Background: an optimization exercise with open tools, aiming at small area, a short achievable clock period and few clock cycles per item. Do not read the settings as production practice.
Only simulation tests tie the RTL to the original design; equivalence was not proved.

==> inputs of quartz <==
Design fp_mult_unit, start of the top module:
module fp_mult_unit
(
    input  logic                clk,
    input  logic                rst_n,
    input  logic                clk_en,
    input  logic                start,
    input  logic [FP_WIDTH-1:0] dataa,
    input  logic [FP_WIDTH-1:0] datab,
    output logic [FP_WIDTH-1:0] result,
    output logic                done,
    output logic                busy
);
==> flow/config.mk <==
export PLATFORM = sky130hd
export DESIGN_NAME = fp_mult_unit
export DESIGN_NICKNAME = fp_mult_unit
export VERILOG_FILES = /design/flow/design.v
export SDC_FILE = /design/flow/constraint.sdc
export NUM_CORES = 4
export LEC_CHECK = 0
export ABC_AREA = 1
export CAP_MARGIN = 20
export CORE_MARGIN = 2
export CORE_UTILIZATION = 60
export PLACE_DENSITY = 0.7
export SETUP_SLACK_MARGIN = 5
export SLEW_MARGIN = 20
==> flow/constraint.sdc <==
create_clock -name core_clock -period 12.0 [get_ports {clk}]
set_input_delay 2.4000 -clock core_clock [delete_from_list [all_inputs] [get_ports {clk}]]
set_output_delay 2.4000 -clock core_clock [all_outputs]
set_load 0.01 [all_outputs]
standard.sh (not shown) runs the stock make flow with config.mk's settings and CLKGATE_MAP_FILE= SYNTH_SCRIPT=/design/flow/synth_recipe.tcl, a recipe that flattens the netlist after the stock synthesis.
==> flow/flow/run.sh <==
#!/bin/bash
# Own layout flow: the standard flow, with three changes.
#  1. The ports are buffered with buf_4 instead of the buffer buffer_ports
#     picks by default (the inputs fan out straight into the multiplier).
#  2. Between synthesis and floorplan, flow/fixinv.py re-polarises the full
#     adders of the standard synthesis (a full adder is self-dual) so that
#     fewer inverters sit between them; registers and logic function are
#     unchanged.
#  3. After synthesis, the slow low-power inverters and delay buffers are kept
#     out of the resizer's choices.
set -euo pipefail
cd "$(dirname "$0")/.."
export BUFFER_PORTS_ARGS="-buffer_cell sky130_fd_sc_hd__buf_4"
R=orfs/results/sky130hd/fp_mult_unit/base
bash standard.sh synth > synth.log 2>&1
cp $R/1_2_yosys.v 1_2_yosys.standard.v
python3 flow/fixinv.py 1_2_yosys.standard.v 1_2_yosys.fixinv.v > fixinv.log 2>&1
cp 1_2_yosys.fixinv.v $R/1_2_yosys.v
rm -f $R/1_synth.odb $R/1_synth.sdc
export DONT_USE_CELLS="sky130_fd_sc_hd__clkinvlp_2 sky130_fd_sc_hd__clkinvlp_4 sky130_fd_sc_hd__clkdlybuf4s15_1 sky130_fd_sc_hd__clkdlybuf4s15_2 sky130_fd_sc_hd__clkdlybuf4s18_1 sky130_fd_sc_hd__clkdlybuf4s18_2 sky130_fd_sc_hd__clkdlybuf4s25_1 sky130_fd_sc_hd__clkdlybuf4s25_2 sky130_fd_sc_hd__clkdlybuf4s50_1 sky130_fd_sc_hd__clkdlybuf4s50_2"
bash standard.sh > layout.log 2>&1
Other scripts of this flow, unchanged in this note and not shown: flow/flow/fixinv.py
==> amber (differences from quartz) <==
--- a/flow/design.v
+++ b/flow/design.v
@@ -1010,14 +1010,14 @@
     assign c = {1'b0, 1'b0, q[50], 1'b0, q[47], 1'b0, q[44], 1'b0, c590, s589, c588, s587, c586, c584, s583, c580, s579, c576, s575, c572, s571, s569, c566, c564, 1'b0, s561};
 endmodule
 module fp_sig_lowc
 (
     input  logic [21:0]     s,
     input  logic [21:0]     c,
-    output logic [2:0] g,
-    output logic [2:0] p
+    output logic [3:0] g,
+    output logic [3:0] p
 );
     wire lg0 = s[0] & c[0];
     wire lp0 = s[0] ^ c[0];
     wire lg1 = s[1] & c[1];
     wire lp1 = s[1] ^ c[1];
     wire lg2 = s[2] & c[2];
@@ -1093,16 +1093,14 @@
     wire bg18_19 = lg19 | (lp19 & lg18);
     wire bp18_19 = lp19 & lp18;
     wire bg16_17 = lg17 | (lp17 & lg16);
     wire bp16_17 = lp17 & lp16;
     wire bg16_19 = bg18_19 | (bp18_19 & bg16_17);
     wire bp16_19 = bp18_19 & bp16_17;
-    wire bg20_21 = lg21 | (lp21 & lg20);
-    wire bp20_21 = lp21 & lp20;
-    assign g = {bg20_21, bg16_19, bg0_15};
-    assign p = {bp20_21, bp16_19, bp0_15};
+    assign g = {lg21, lg20, bg16_19, bg0_15};
+    assign p = {lp21, lp20, bp16_19, bp0_15};
 endmodule
 module fp_sig_add
 (
     input  logic [47:0] s,
     input  logic [47:0] c,
     output logic [23:0] u0,
@@ -1405,17 +1403,17 @@
                 if (f[i]) tz24 = i[4:0];
         end
     endfunction
     fp_pkg::fp_unpacked_t   ua_c, ub_c;
     logic [52:0]      q_c;             
     logic [21:0]            slo_c, clo_c;    
-    logic [2:0]        g_c, p_c;        
+    logic [3:0]        g_c, p_c;        
     logic [5:0]             tz_c;
     logic                   nan_c, inf_c, zero_c;
     logic [52:0]      q_q;             
-    logic [2:0]        g_q, p_q;        
+    logic [3:0]        g_q, p_q;        
     logic                   sign_q;          
     logic                   nan_q, inf_q, zero_q;    
     logic signed [9:0]      e0_q;            
     logic                   tie0_q, tie1_q;  
     logic                   done_q;
     logic [47:22]           s_q, c_q;        
@@ -1457,13 +1455,13 @@
             done_q <= 1'b0;
         else if (clk_en)
             done_q <= start;
     end
     fp_sig_tree_b u_tree_b (.q(q_q), .s(s_q), .c(c_q));
     fp_sig_add    u_add    (.s({s_q, 22'd0}), .c({c_q, 22'd0}), .u0(u0_c), .u1(u1_c));
-    assign c22_c = ((g_q[2] | (p_q[2] & g_q[1])) | ((p_q[2] & p_q[1]) & g_q[0]));
+    assign c22_c = ((g_q[3] | (p_q[3] & g_q[2])) | ((p_q[3] & p_q[2]) & (g_q[1] | (p_q[1] & g_q[0]))));
     always_comb begin
         cin0_c  = c22_c ? (s_q[23] | (s_q[22] & c_q[22])) : (s_q[23] & (s_q[22] | c_q[22]));
         cin1_c  = c22_c ? (s_q[23] | s_q[22] | c_q[22])   : (s_q[23] | (s_q[22] & c_q[22]));
         q0_23_c = c22_c ? ~(s_q[23] ^ (s_q[22] & c_q[22])) : (s_q[23] ^ (s_q[22] | c_q[22]));
         e1_c    = e0_q + 10'sd1;
         ovf0_c  = (e0_q >= 10'sd255);
==> flow/flow/run.sh (replaced) <==
#!/bin/bash
# Own layout flow: the standard flow, with three changes.
#  1. The ports are buffered with buf_4 instead of the buffer buffer_ports
#     picks by default (the inputs fan out straight into the multiplier).
#  2. Between synthesis and floorplan, flow/fixinv.py re-polarises the full
#     adders of the standard synthesis (a full adder is self-dual) so that
#     fewer inverters sit between them; registers and logic function are
#     unchanged.
#  3. Timing repair aims at 5.5 ns of setup slack.
#  4. After synthesis, the slow low-power inverters and delay buffers are kept
#     out of the resizer's choices.
set -euo pipefail
cd "$(dirname "$0")/.."
export BUFFER_PORTS_ARGS="-buffer_cell sky130_fd_sc_hd__buf_4"
R=orfs/results/sky130hd/fp_mult_unit/base
bash standard.sh synth > synth.log 2>&1
cp $R/1_2_yosys.v 1_2_yosys.standard.v
python3 flow/fixinv.py 1_2_yosys.standard.v 1_2_yosys.fixinv.v > fixinv.log 2>&1
cp 1_2_yosys.fixinv.v $R/1_2_yosys.v
rm -f $R/1_synth.odb $R/1_synth.sdc
export SETUP_SLACK_MARGIN=5.5
export DONT_USE_CELLS="sky130_fd_sc_hd__clkinvlp_2 sky130_fd_sc_hd__clkinvlp_4 sky130_fd_sc_hd__clkdlybuf4s15_1 sky130_fd_sc_hd__clkdlybuf4s15_2 sky130_fd_sc_hd__clkdlybuf4s18_1 sky130_fd_sc_hd__clkdlybuf4s18_2 sky130_fd_sc_hd__clkdlybuf4s25_1 sky130_fd_sc_hd__clkdlybuf4s25_2 sky130_fd_sc_hd__clkdlybuf4s50_1 sky130_fd_sc_hd__clkdlybuf4s50_2"
bash standard.sh > layout.log 2>&1
--- a/flow/config.mk
+++ b/flow/config.mk
@@ -7,8 +7,7 @@
 export LEC_CHECK = 0
 export ABC_AREA = 1
 export CAP_MARGIN = 20
 export CORE_MARGIN = 2
 export CORE_UTILIZATION = 60
 export PLACE_DENSITY = 0.7
-export SETUP_SLACK_MARGIN = 5
 export SLEW_MARGIN = 20
==> results_dict.tcl <==
set metrics [dict create \
    seq-cell-share 0.116 \
    inverters_excl_clock 281 \
    use_met2 0.536 \
    timing.fmax_mhz 145 \
    n_antenna_cell 0 \
    postSynthAreaPerCell_um2 8.34 \
    multi_input_area_um2 14200 \
    gp_congestion 0.930 \
    postLayoutCellArea_um2 19400 \
    reg.largest.list "q_q x53, e0_q x10, g_q x3" \
    status "complete, no violations" \
    die_w_um 178 \
    final-clk-cell-share 0.0150 \
    max_stage_delay_ns 0.50 \
]
The numbers above come from quartz.

==> results_dict.tcl <==
set metrics [dict create \
    status "complete, no violations" \
    final-clk-cell-share 0.0173 \
    multi_input_area_um2 14500 \
    timing.fmax_mhz 157 \
    n_antenna_cell 3 \
    seq-cell-share 0.115 \
    postLayoutCellArea_um2 20100 \
    die_w_um 178 \
]
The numbers above come from amber.

Testbench counts of quartz, summed over its fixed seeds: cycles 8,000, items 8,000.
Testbench counts of amber, summed over its fixed seeds: cycles 8,000, items 8,000.

---

==> run K: inputs <==
fp_mult_unit, a different RTL version from the one above (not shown whole).
make LEC_CHECK=0 ABC_AREA=1 CAP_MARGIN=20 CORE_MARGIN=2 CORE_UTILIZATION=60 PLACE_DENSITY=0.7 SETUP_SLACK_MARGIN=1.5 SLEW_MARGIN=20 finish   # period 12.0 ns
run.sh (not shown) runs the stock make flow with config.mk's settings and CLKGATE_MAP_FILE= SYNTH_SCRIPT=/design/flow/synth_recipe.tcl, a recipe that flattens the netlist after the stock synthesis.
Stock flow here: none of the scripts above is used.
==> run B: changes against run K <==
- SETUP_SLACK_MARGIN: 1.5 -> default
==> run summary <==
metric	run K	run B
Routed via count	18326	18156
Wire length of the first global-routing pass	101000 µm	101000 µm
Final core utilization	66.7%	65.9%
Fraction of area in clock buffers and inverters	0.653%	0.661%
Via count of the first global-routing pass	18355	18321
Count of non-CTS inverters in the layout	509	507
Vias per inst	6.10	6.08
Outcome	finished clean	finished clean
Setup bufs post-CTS	5	0
Normalized max-slew margin	20.4%	20.1%
Global routing usage summed across all routing layers	39.8%	39.8%
Fraction of layout instances using a drive strength above 1	7.52%	6.34%
Maximum fanout along the worst path	20	44
Testbench counts of run K, summed over its fixed seeds: cycles 8,000, items 8,000.
Testbench counts of run B, summed over its fixed seeds: cycles 8,000, items 8,000.

---

==> run H: inputs <==
fp_mult_unit, a different RTL version from the one above (not shown whole).
Settings: LEC_CHECK=0, ABC_AREA=1, CAP_MARGIN=20, CORE_MARGIN=2, CORE_UTILIZATION=60, CTS_BUF_LIST=sky130_fd_sc_hd__clkbuf_8, PLACE_DENSITY=0.7, SLEW_MARGIN=20; clock period 12.0 ns.
standard.sh (not shown) runs the stock make flow with config.mk's settings and CLKGATE_MAP_FILE= SYNTH_SCRIPT=/design/flow/synth_recipe.tcl, a recipe that flattens the netlist after the stock synthesis.
==> flow/flow/run.sh <==
#!/bin/bash
# Own layout flow: the standard flow, with three changes.
#  1. The ports are buffered with buf_4 instead of the buffer buffer_ports
#     picks by default (the inputs fan out straight into the multiplier).
#  2. Between synthesis and floorplan, flow/fixinv.py re-polarises the full
#     adders of the standard synthesis (a full adder is self-dual) so that
#     fewer inverters sit between them; registers and logic function are
#     unchanged.
#  3. Timing repair aims at 5.5 ns of setup slack.
#  4. After synthesis, the slow low-power inverters and delay buffers are kept
#     out of the resizer's choices.
set -euo pipefail
cd "$(dirname "$0")/.."
export BUFFER_PORTS_ARGS="-buffer_cell sky130_fd_sc_hd__buf_4"
R=orfs/results/sky130hd/fp_mult_unit/base
bash standard.sh synth > synth.log 2>&1
cp $R/1_2_yosys.v 1_2_yosys.standard.v
python3 flow/fixinv.py 1_2_yosys.standard.v 1_2_yosys.fixinv.v > fixinv.log 2>&1
cp 1_2_yosys.fixinv.v $R/1_2_yosys.v
rm -f $R/1_synth.odb $R/1_synth.sdc
export SETUP_SLACK_MARGIN=5.5
export DONT_USE_CELLS="sky130_fd_sc_hd__clkinvlp_2 sky130_fd_sc_hd__clkinvlp_4 sky130_fd_sc_hd__clkdlybuf4s15_1 sky130_fd_sc_hd__clkdlybuf4s15_2 sky130_fd_sc_hd__clkdlybuf4s18_1 sky130_fd_sc_hd__clkdlybuf4s18_2 sky130_fd_sc_hd__clkdlybuf4s25_1 sky130_fd_sc_hd__clkdlybuf4s25_2 sky130_fd_sc_hd__clkdlybuf4s50_1 sky130_fd_sc_hd__clkdlybuf4s50_2"
bash standard.sh > layout.log 2>&1
Other scripts of this flow, unchanged in this note and not shown: flow/flow/fixinv.py
==> inputs of run Z, as changes to run H <==
--- a/flow/flow/run.sh
+++ b/flow/flow/run.sh
@@ -6,8 +6,7 @@
 #     adders of the standard synthesis (a full adder is self-dual) so that
 #     fewer inverters sit between them; registers and logic function are
 #     unchanged.
-#  3. Timing repair aims at 5.5 ns of setup slack.
-#  4. After synthesis, the slow low-power inverters and delay buffers are kept
+#  3. After synthesis, the slow low-power inverters and delay buffers are kept
 #     out of the resizer's choices.
 set -euo pipefail
 cd "$(dirname "$0")/.."
@@ -18,6 +17,5 @@
 python3 flow/fixinv.py 1_2_yosys.standard.v 1_2_yosys.fixinv.v > fixinv.log 2>&1
 cp 1_2_yosys.fixinv.v $R/1_2_yosys.v
 rm -f $R/1_synth.odb $R/1_synth.sdc
-export SETUP_SLACK_MARGIN=5.5
 export DONT_USE_CELLS="sky130_fd_sc_hd__clkinvlp_2 sky130_fd_sc_hd__clkinvlp_4 sky130_fd_sc_hd__clkdlybuf4s15_1 sky130_fd_sc_hd__clkdlybuf4s15_2 sky130_fd_sc_hd__clkdlybuf4s18_1 sky130_fd_sc_hd__clkdlybuf4s18_2 sky130_fd_sc_hd__clkdlybuf4s25_1 sky130_fd_sc_hd__clkdlybuf4s25_2 sky130_fd_sc_hd__clkdlybuf4s50_1 sky130_fd_sc_hd__clkdlybuf4s50_2"
 bash standard.sh > layout.log 2>&1
Settings changed: CAP_MARGIN 20 to 0, CTS_BUF_LIST sky130_fd_sc_hd__clkbuf_8 to default, SETUP_SLACK_MARGIN from default to 5, SLEW_MARGIN 20 to 0.
==> qor summary <==
	run H	run Z
Outcome	no timing/DRC/antenna violations	no timing/DRC/antenna violations
Average detailed-routed wire length per instance	22.76 um	21.93 um
Multi-input gate share of the layout cell area	73.44%	74.05%
Met3 track utilization from global routing	10.38%	12.08%
Detailed-route via count	16062	15654
Via/cell ratio	6.420	6.320
WHS	0.5407 ns	0.5322 ns
CTS Root Buffer Type	sky130_fd_sc_hd__clkbuf_8	sky130_fd_sc_hd__clkbuf_16
Worst setup slack after placement	4.209 ns	4.206 ns
Required arrival time at the worst endpoint	12.15 ns	12.13 ns
Number of antenna violations at the first check in global routing	2	1
Placed cell area	18450 um^2	18470 um^2
Post-route cell area	19420 um^2	18860 um^2
Number of global-route vias before repair	15628	15360
N_diodes	0	1
Number of inserted filler cells in the final layout	2416	2469
Final critical-path share of the clock period	53.56%	56.91%
Multi-In Gates	1598	1591
Global placement routability congestion	0.9475	0.9979
Rel. slew slack	41.25%	29.84%
Testbench counts of run H, summed over its fixed seeds: cycles 8,000, items 8,000.
Testbench counts of run Z, summed over its fixed seeds: cycles 8,000, items 8,000.

---

==> job 2503 <==
Another version of the RTL of fp_mult_unit (not shown whole).
export LEC_CHECK = 0
export ABC_AREA = 1
export CAP_MARGIN = 20
export CORE_MARGIN = 2
export CORE_UTILIZATION = 60
export PLACE_DENSITY = 0.7
export SETUP_SLACK_MARGIN = 5
export SLEW_MARGIN = 20
create_clock -name core_clock -period 12.0 [get_ports {clk}]
==> flow/flow/run.sh <==
#!/bin/bash
# Own layout flow: the standard flow, with two changes.
#  1. The ports are buffered with buf_4 instead of the buffer buffer_ports
#     picks by default (the inputs fan out straight into the multiplier).
#  2. Between synthesis and floorplan, flow/fixinv.py re-polarises the full
#     adders of the standard synthesis (a full adder is self-dual) so that
#     fewer inverters sit between them; registers and logic function are
#     unchanged.
set -euo pipefail
cd "$(dirname "$0")/.."
export BUFFER_PORTS_ARGS="-buffer_cell sky130_fd_sc_hd__buf_4"
R=orfs/results/sky130hd/fp_mult_unit/base
bash standard.sh synth > synth.log 2>&1
cp $R/1_2_yosys.v 1_2_yosys.standard.v
python3 flow/fixinv.py 1_2_yosys.standard.v 1_2_yosys.fixinv.v > fixinv.log 2>&1
cp 1_2_yosys.fixinv.v $R/1_2_yosys.v
rm -f $R/1_synth.odb $R/1_synth.sdc
bash standard.sh > layout.log 2>&1
Other scripts of this flow, unchanged in this note and not shown: flow/flow/fixinv.py
==> job 164: changes against job 2503 <==
--- a/flow/design.v
+++ b/flow/design.v
@@ -995,17 +995,19 @@
     wire c588 = (c580 & s585) | (c580 & c582) | (s585 & c582);
     wire s589 = pp11_24 ^ c586;
     wire c590 = pp11_24 & c586;
     assign s = {c590, s589, c584, s583, c572, s571, c556, s555, c536, s535, c512, s511, c484, s483, c452, s451, c416, s415, c376, s375, c332, c308, s307, s283, s261, c220, c200, c180, s177, c144, c128, c112, c98, c84, s81, c60, c50, s47, s37, c24, s21, s15, s9, s5, c2, pp1_0, pp0_1, neg0};
     assign c = {1'b0, c588, s587, c578, s577, c564, s563, c546, s545, c524, s523, c498, s497, c468, s467, c434, s433, c396, s395, c354, s353, s331, c284, c262, 1'b0, s239, s219, s199, s179, s161, s143, s127, s111, s97, s83, s71, s59, s49, s39, s31, s23, s17, s11, s7, s3, s1, 1'b0, pp0_0};
 endmodule
-module fp_sig_lowc
+module fp_sig_add
 (
-    input  logic [21:0] s,
-    input  logic [21:0] c,
-    output logic        c22o
+    input  logic [47:0] s,
+    input  logic [47:0] c,
+    output logic        c22o,
+    output logic [23:0] u0,
+    output logic [23:0] u1
 );
     wire lg0 = s[0] & c[0];
     wire lp0 = s[0] ^ c[0];
     wire lg1 = s[1] & c[1];
     wire lp1 = s[1] ^ c[1];
     wire lg2 = s[2] & c[2];
@@ -1136,21 +1138,12 @@
     wire lP4_19 = lP1_19 & lP3_15;
     wire lG4_20 = lG2_20 | (lP2_20 & lG3_15);
     wire lP4_20 = lP2_20 & lP3_15;
     wire lG4_21 = lG2_21 | (lP2_21 & lG3_15);
     wire lP4_21 = lP2_21 & lP3_15;
     wire c22 = lG4_21;
-    assign c22o = c22;
-endmodule
-module fp_sig_add
-(
-    input  logic [47:0] s,
-    input  logic [47:0] c,
-    output logic [23:0] u0,
-    output logic [23:0] u1
-);
     wire ug0 = s[24] & c[24];
     wire up0 = s[24] ^ c[24];
     wire ug1 = s[25] & c[25];
     wire up1 = s[25] ^ c[25];
     wire ug2 = s[26] & c[26];
     wire up2 = s[26] ^ c[26];
@@ -1345,12 +1338,13 @@
     wire u0_21 = up21 ^ uG4_20;
     wire u1_21 = up21 ^ (uG4_20 | uP4_20);
     wire u0_22 = up22 ^ uG4_21;
     wire u1_22 = up22 ^ (uG4_21 | uP4_21);
     wire u0_23 = up23 ^ uG4_22;
     wire u1_23 = up23 ^ (uG4_22 | uP4_22);
+    assign c22o = c22;
     assign u0 = {u0_23, u0_22, u0_21, u0_20, u0_19, u0_18, u0_17, u0_16, u0_15, u0_14, u0_13, u0_12, u0_11, u0_10, u0_9, u0_8, u0_7, u0_6, u0_5, u0_4, u0_3, u0_2, u0_1, u0_0};
     assign u1 = {u1_23, u1_22, u1_21, u1_20, u1_19, u1_18, u1_17, u1_16, u1_15, u1_14, u1_13, u1_12, u1_11, u1_10, u1_9, u1_8, u1_7, u1_6, u1_5, u1_4, u1_3, u1_2, u1_1, u1_0};
 endmodule
 module fp_mult_unit
 (
     input  logic                clk,
@@ -1369,98 +1363,87 @@
             tz24 = 5'd23;
             for (i = 22; i >= 0; i = i - 1)
                 if (f[i]) tz24 = i[4:0];
         end
     endfunction
     fp_pkg::fp_unpacked_t   ua_c, ub_c;
+    logic                   sign_c, spec_c;
+    logic [FP_WIDTH-1:0]    spec_res_c;
     logic [47:0]            s_c, c_c;
-    logic                   c22_c;
+    logic                   c22_c, cin0_c, cin1_c, q0_23_c;
+    logic [23:0]            u0_c, u1_c;           
+    logic [23:0]            q0u_c, q1u_c;         
     logic [5:0]             tz_c;
-    logic                   nan_c, inf_c, zero_c;
-    logic [47:22]           s_q;             
-    logic [47:22]           c_q;             
-    logic                   c22_q;           
-    logic                   sign_q;          
-    logic                   nan_q, inf_q, zero_q;    
-    logic signed [9:0]      e0_q;            
-    logic                   tie0_q, tie1_q;  
-    logic                   done_q;
-    logic                   cin0_c, cin1_c, q0_23_c, n_c;
-    logic [23:0]            u0_c, u1_c;      
-    logic [23:0]            q0u_c, q1u_c;    
-    logic signed [9:0]      e1_c;
+    logic                   tie0_c, tie1_c, n_c;
+    logic signed [9:0]      e0_c, e1_c;
     logic                   ovf0_c, unf0_c, ovf1_c, unf1_c;
-    logic [FP_WIDTH-1:0]    r0_c, r1_c;
+    logic [FP_WIDTH-1:0]    r0_c, r1_c, result_c;
+    logic [FP_WIDTH-1:0]    result_q;
+    logic                   done_q;
     fp_classify u_cls_a (.op(dataa), .unp(ua_c));
     fp_classify u_cls_b (.op(datab), .unp(ub_c));
     fp_sig_tree u_tree (.fa(dataa[22:0]), .fb(datab[22:0]), .s(s_c), .c(c_c));
-    fp_sig_lowc u_lowc (.s(s_c[21:0]), .c(c_c[21:0]), .c22o(c22_c));
+    fp_sig_add  u_add  (.s(s_c), .c(c_c), .c22o(c22_c), .u0(u0_c), .u1(u1_c));
     always_comb begin
-        nan_c  = ua_c.cls == FP_NAN || ub_c.cls == FP_NAN ||
-                 (ua_c.cls == FP_INF  && ub_c.cls == FP_ZERO) ||
-                 (ua_c.cls == FP_ZERO && ub_c.cls == FP_INF);
-        inf_c  = ua_c.cls == FP_INF || ub_c.cls == FP_INF;
-        zero_c = ua_c.cls == FP_ZERO || ub_c.cls == FP_ZERO;
-        tz_c   = 6'(tz24(dataa[22:0])) + 6'(tz24(datab[22:0]));
-    end
-    always_ff @(posedge clk) begin
-        if (clk_en) begin
-            s_q    <= s_c[47:22];
-            c_q    <= c_c[47:22];
-            c22_q  <= c22_c;
-            sign_q <= ua_c.sign ^ ub_c.sign;
-            nan_q  <= nan_c;
-            inf_q  <= inf_c;
-            zero_q <= zero_c;
-            e0_q   <= $signed(10'(ua_c.exp)) + $signed(10'(ub_c.exp)) - 10'sd127;
-            tie0_q <= (tz_c == 6'd22);
-            tie1_q <= (tz_c == 6'd23);
+        sign_c = ua_c.sign ^ ub_c.sign;
+        spec_c = 1'b1;
+        if (ua_c.cls == FP_NAN || ub_c.cls == FP_NAN ||
+            (ua_c.cls == FP_INF  && ub_c.cls == FP_ZERO) ||
+            (ua_c.cls == FP_ZERO && ub_c.cls == FP_INF)) begin
+            spec_res_c = QNAN;
+        end else if (ua_c.cls == FP_INF || ub_c.cls == FP_INF) begin
+            spec_res_c = {sign_c, {EXP_WIDTH{1'b1}}, {MAN_WIDTH{1'b0}}};
+        end else if (ua_c.cls == FP_ZERO || ub_c.cls == FP_ZERO) begin
+            spec_res_c = {sign_c, {(FP_WIDTH-1){1'b0}}};
+        end else begin
+            spec_c     = 1'b0;
+            spec_res_c = '0;
         end
     end
-    always_ff @(posedge clk or negedge rst_n) begin
-        if (!rst_n)
-            done_q <= 1'b0;
-        else if (clk_en)
-            done_q <= start;
-    end
-    fp_sig_add u_add (.s({s_q, 22'd0}), .c({c_q, 22'd0}), .u0(u0_c), .u1(u1_c));
     always_comb begin
-        cin0_c  = c22_q ? (s_q[23] | (s_q[22] & c_q[22])) : (s_q[23] & (s_q[22] | c_q[22]));
-        cin1_c  = c22_q ? (s_q[23] | s_q[22] | c_q[22])   : (s_q[23] | (s_q[22] & c_q[22]));
-        q0_23_c = c22_q ? ~(s_q[23] ^ (s_q[22] & c_q[22])) : (s_q[23] ^ (s_q[22] | c_q[22]));
-        e1_c    = e0_q + 10'sd1;
-        ovf0_c  = (e0_q >= 10'sd255);
-        unf0_c  = (e0_q <= 10'sd0);
+        cin0_c  = c22_c ? (s_c[23] | (s_c[22] & c_c[22])) : (s_c[23] & (s_c[22] | c_c[22]));
+        cin1_c  = c22_c ? (s_c[23] | s_c[22] | c_c[22])   : (s_c[23] | (s_c[22] & c_c[22]));
+        q0_23_c = c22_c ? ~(s_c[23] ^ (s_c[22] & c_c[22])) : (s_c[23] ^ (s_c[22] | c_c[22]));
+        tz_c    = 6'(tz24(dataa[22:0])) + 6'(tz24(datab[22:0]));
+        tie0_c  = (tz_c == 6'd22);
+        tie1_c  = (tz_c == 6'd23);
+        e0_c    = $signed(10'(ua_c.exp)) + $signed(10'(ub_c.exp)) - 10'sd127;
+        e1_c    = $signed(10'(ua_c.exp)) + $signed(10'(ub_c.exp)) - 10'sd126;
+        ovf0_c  = (e0_c >= 10'sd255);
+        unf0_c  = (e0_c <= 10'sd0);
         ovf1_c  = (e1_c >= 10'sd255);
         unf1_c  = (e1_c <= 10'sd0);
         q0u_c   = cin0_c ? u1_c : u0_c;
         q1u_c   = cin1_c ? u1_c : u0_c;
         n_c     = q0u_c[23];
-        if (nan_q)
-            r0_c = QNAN;
-        else if (inf_q)
-            r0_c = {sign_q, {EXP_WIDTH{1'b1}}, {MAN_WIDTH{1'b0}}};
-        else if (zero_q)
-            r0_c = {sign_q, {(FP_WIDTH-1){1'b0}}};
+        if (spec_c)
+            r0_c = spec_res_c;
         else if (ovf0_c)
-            r0_c = {sign_q, {EXP_WIDTH{1'b1}}, {MAN_WIDTH{1'b0}}};
+            r0_c = {sign_c, {EXP_WIDTH{1'b1}}, {MAN_WIDTH{1'b0}}};
         else if (unf0_c)
-            r0_c = {sign_q, {(FP_WIDTH-1){1'b0}}};
+            r0_c = {sign_c, {(FP_WIDTH-1){1'b0}}};
         else
-            r0_c = {sign_q, e0_q[EXP_WIDTH-1:0], q0u_c[21:0], q0_23_c & ~tie0_q};
-        if (nan_q)
-            r1_c = QNAN;
-        else if (inf_q)
-            r1_c = {sign_q, {EXP_WIDTH{1'b1}}, {MAN_WIDTH{1'b0}}};
-        else if (zero_q)
-            r1_c = {sign_q, {(FP_WIDTH-1){1'b0}}};
+            r0_c = {sign_c, e0_c[EXP_WIDTH-1:0], q0u_c[21:0], q0_23_c & ~tie0_c};
+        if (spec_c)
+            r1_c = spec_res_c;
         else if (ovf1_c)
-            r1_c = {sign_q, {EXP_WIDTH{1'b1}}, {MAN_WIDTH{1'b0}}};
+            r1_c = {sign_c, {EXP_WIDTH{1'b1}}, {MAN_WIDTH{1'b0}}};
         else if (unf1_c)
-            r1_c = {sign_q, {(FP_WIDTH-1){1'b0}}};
+            r1_c = {sign_c, {(FP_WIDTH-1){1'b0}}};
         else
-            r1_c = {sign_q, e1_c[EXP_WIDTH-1:0], q1u_c[22:1], q1u_c[0] & ~tie1_q};
+            r1_c = {sign_c, e1_c[EXP_WIDTH-1:0], q1u_c[22:1], q1u_c[0] & ~tie1_c};
+        result_c = n_c ? r1_c : r0_c;
+    end
+    always_ff @(posedge clk or negedge rst_n) begin
+        if (!rst_n)
+            done_q <= 1'b0;
+        else if (clk_en)
+            done_q <= start;
+    end
+    always_ff @(posedge clk) begin
+        if (clk_en)
+            result_q <= result_c;
     end
-    assign result = n_c ? r1_c : r0_c;
+    assign result = result_q;
     assign done   = done_q;
     assign busy   = done_q;
 endmodule
Settings changed: SETUP_SLACK_MARGIN 5 to 3.
==> job 7951: changes against job 2503 <==
==> flow/flow/run.sh (replaced) <==
#!/bin/bash
# Own layout flow: the standard flow, with three changes.
#  1. The ports are buffered with buf_4 instead of the buffer buffer_ports
#     picks by default (the inputs fan out straight into the multiplier).
#  2. Between synthesis and floorplan, flow/fixinv.py re-polarises the full
#     adders of the standard synthesis (a full adder is self-dual) so that
#     fewer inverters sit between them; registers and logic function are
#     unchanged.
#  3. After synthesis, the slow low-power inverters and delay buffers are kept
#     out of the resizer's choices.
set -euo pipefail
cd "$(dirname "$0")/.."
export BUFFER_PORTS_ARGS="-buffer_cell sky130_fd_sc_hd__buf_4"
R=orfs/results/sky130hd/fp_mult_unit/base
bash standard.sh synth > synth.log 2>&1
cp $R/1_2_yosys.v 1_2_yosys.standard.v
python3 flow/fixinv.py 1_2_yosys.standard.v 1_2_yosys.fixinv.v > fixinv.log 2>&1
cp 1_2_yosys.fixinv.v $R/1_2_yosys.v
rm -f $R/1_synth.odb $R/1_synth.sdc
export DONT_USE_CELLS="sky130_fd_sc_hd__clkinvlp_2 sky130_fd_sc_hd__clkinvlp_4 sky130_fd_sc_hd__clkdlybuf4s15_1 sky130_fd_sc_hd__clkdlybuf4s15_2 sky130_fd_sc_hd__clkdlybuf4s18_1 sky130_fd_sc_hd__clkdlybuf4s18_2 sky130_fd_sc_hd__clkdlybuf4s25_1 sky130_fd_sc_hd__clkdlybuf4s25_2 sky130_fd_sc_hd__clkdlybuf4s50_1 sky130_fd_sc_hd__clkdlybuf4s50_2"
bash standard.sh > layout.log 2>&1
==> reports/results.tsv <==
metric	value	unit
htree_levels	2	
status	no timing/DRC/antenna violations	
grt_use_met3	0.0980	
nClkBuffers	7	
drt_iter0_drc	2000	
final_common_cell	nand2_1	
multi_input_area_share	0.776	
Source of the figures above: job 164

==> reports/results.tsv <==
metric	value	unit
final_common_cell	xor2_1	
nClkBuffers	9	
drt_iter0_drc	1716	
htree_levels	3	
status	no timing/DRC/antenna violations	
grt_use_met3	0.115	
cts_hold_buffers	0	
routed-via-count	15900	
Source of the figures above: job 2503

==> reports/results.tsv <==
metric	value	unit
grt_use_met3	0.115	
status	no timing/DRC/antenna violations	
multi_input_area_share	0.737	
critical_path_class	primary input to flip-flop	
holdPathStages	1	
Source of the figures above: job 7951

Testbench counts of job 2503, summed over its fixed seeds: cycles 8,000, items 8,000.
Testbench counts of job 164, summed over its fixed seeds: cycles 8,000, items 8,000.
Testbench counts of job 7951, summed over its fixed seeds: cycles 8,000, items 8,000.

[afterwards: timing with drivers on the ports]
No port has a modelled driver above. Below, the same layouts with a new extraction and two added sets of constraints.
Step 1 assumes that a clkbuf_16 drives the clock port and a buf_2 every other input.
Step 2 moves the port delays by t, midway between the first and last clock arrival at a register: inputs arrive t later, outputs are due t later. That takes back most of the time a late clock gives input paths.
a / b / c = ideal ports / drivers / drivers and shift; a / b = the first two.
| run | t (ns) | setup slack, ns | worst data-port slew with drivers (ns) | pins driven straight from the clock port |
|---|---|---|---|---|
| quartz | 0.411 | 5.080 / 5.106 / 4.695 | 0.04 | 1 |
| amber | 0.415 | 5.621 / 5.630 / 5.215 | 0.06 | 1 |
| run K | 0.304 | 1.829 / 1.837 / 1.532 | 0.05 | 1 |
| run B | 0.305 | 1.143 / 1.144 / 0.839 | 0.05 | 1 |
| run H | 0.426 | 5.573 / 5.587 / 5.160 | 0.06 | 1 |
| run Z | 0.403 | 5.171 / 5.196 / 4.793 | 0.04 | 1 |
| job 2503 | 0.400 | 5.019 / 5.024 / 4.624 | 0.07 | 1 |
| job 164 | 0.306 | 3.185 / 3.168 / 2.861 | 0.08 | 1 |
| job 7951 | 0.400 | 5.019 / 5.024 / 4.624 | 0.07 | 1 |
After both steps setup and hold are still met in every run listed. For run H, which loses most, drivers alone change the setup slack by +0.014 ns; drivers and shift together by -0.413 ns.
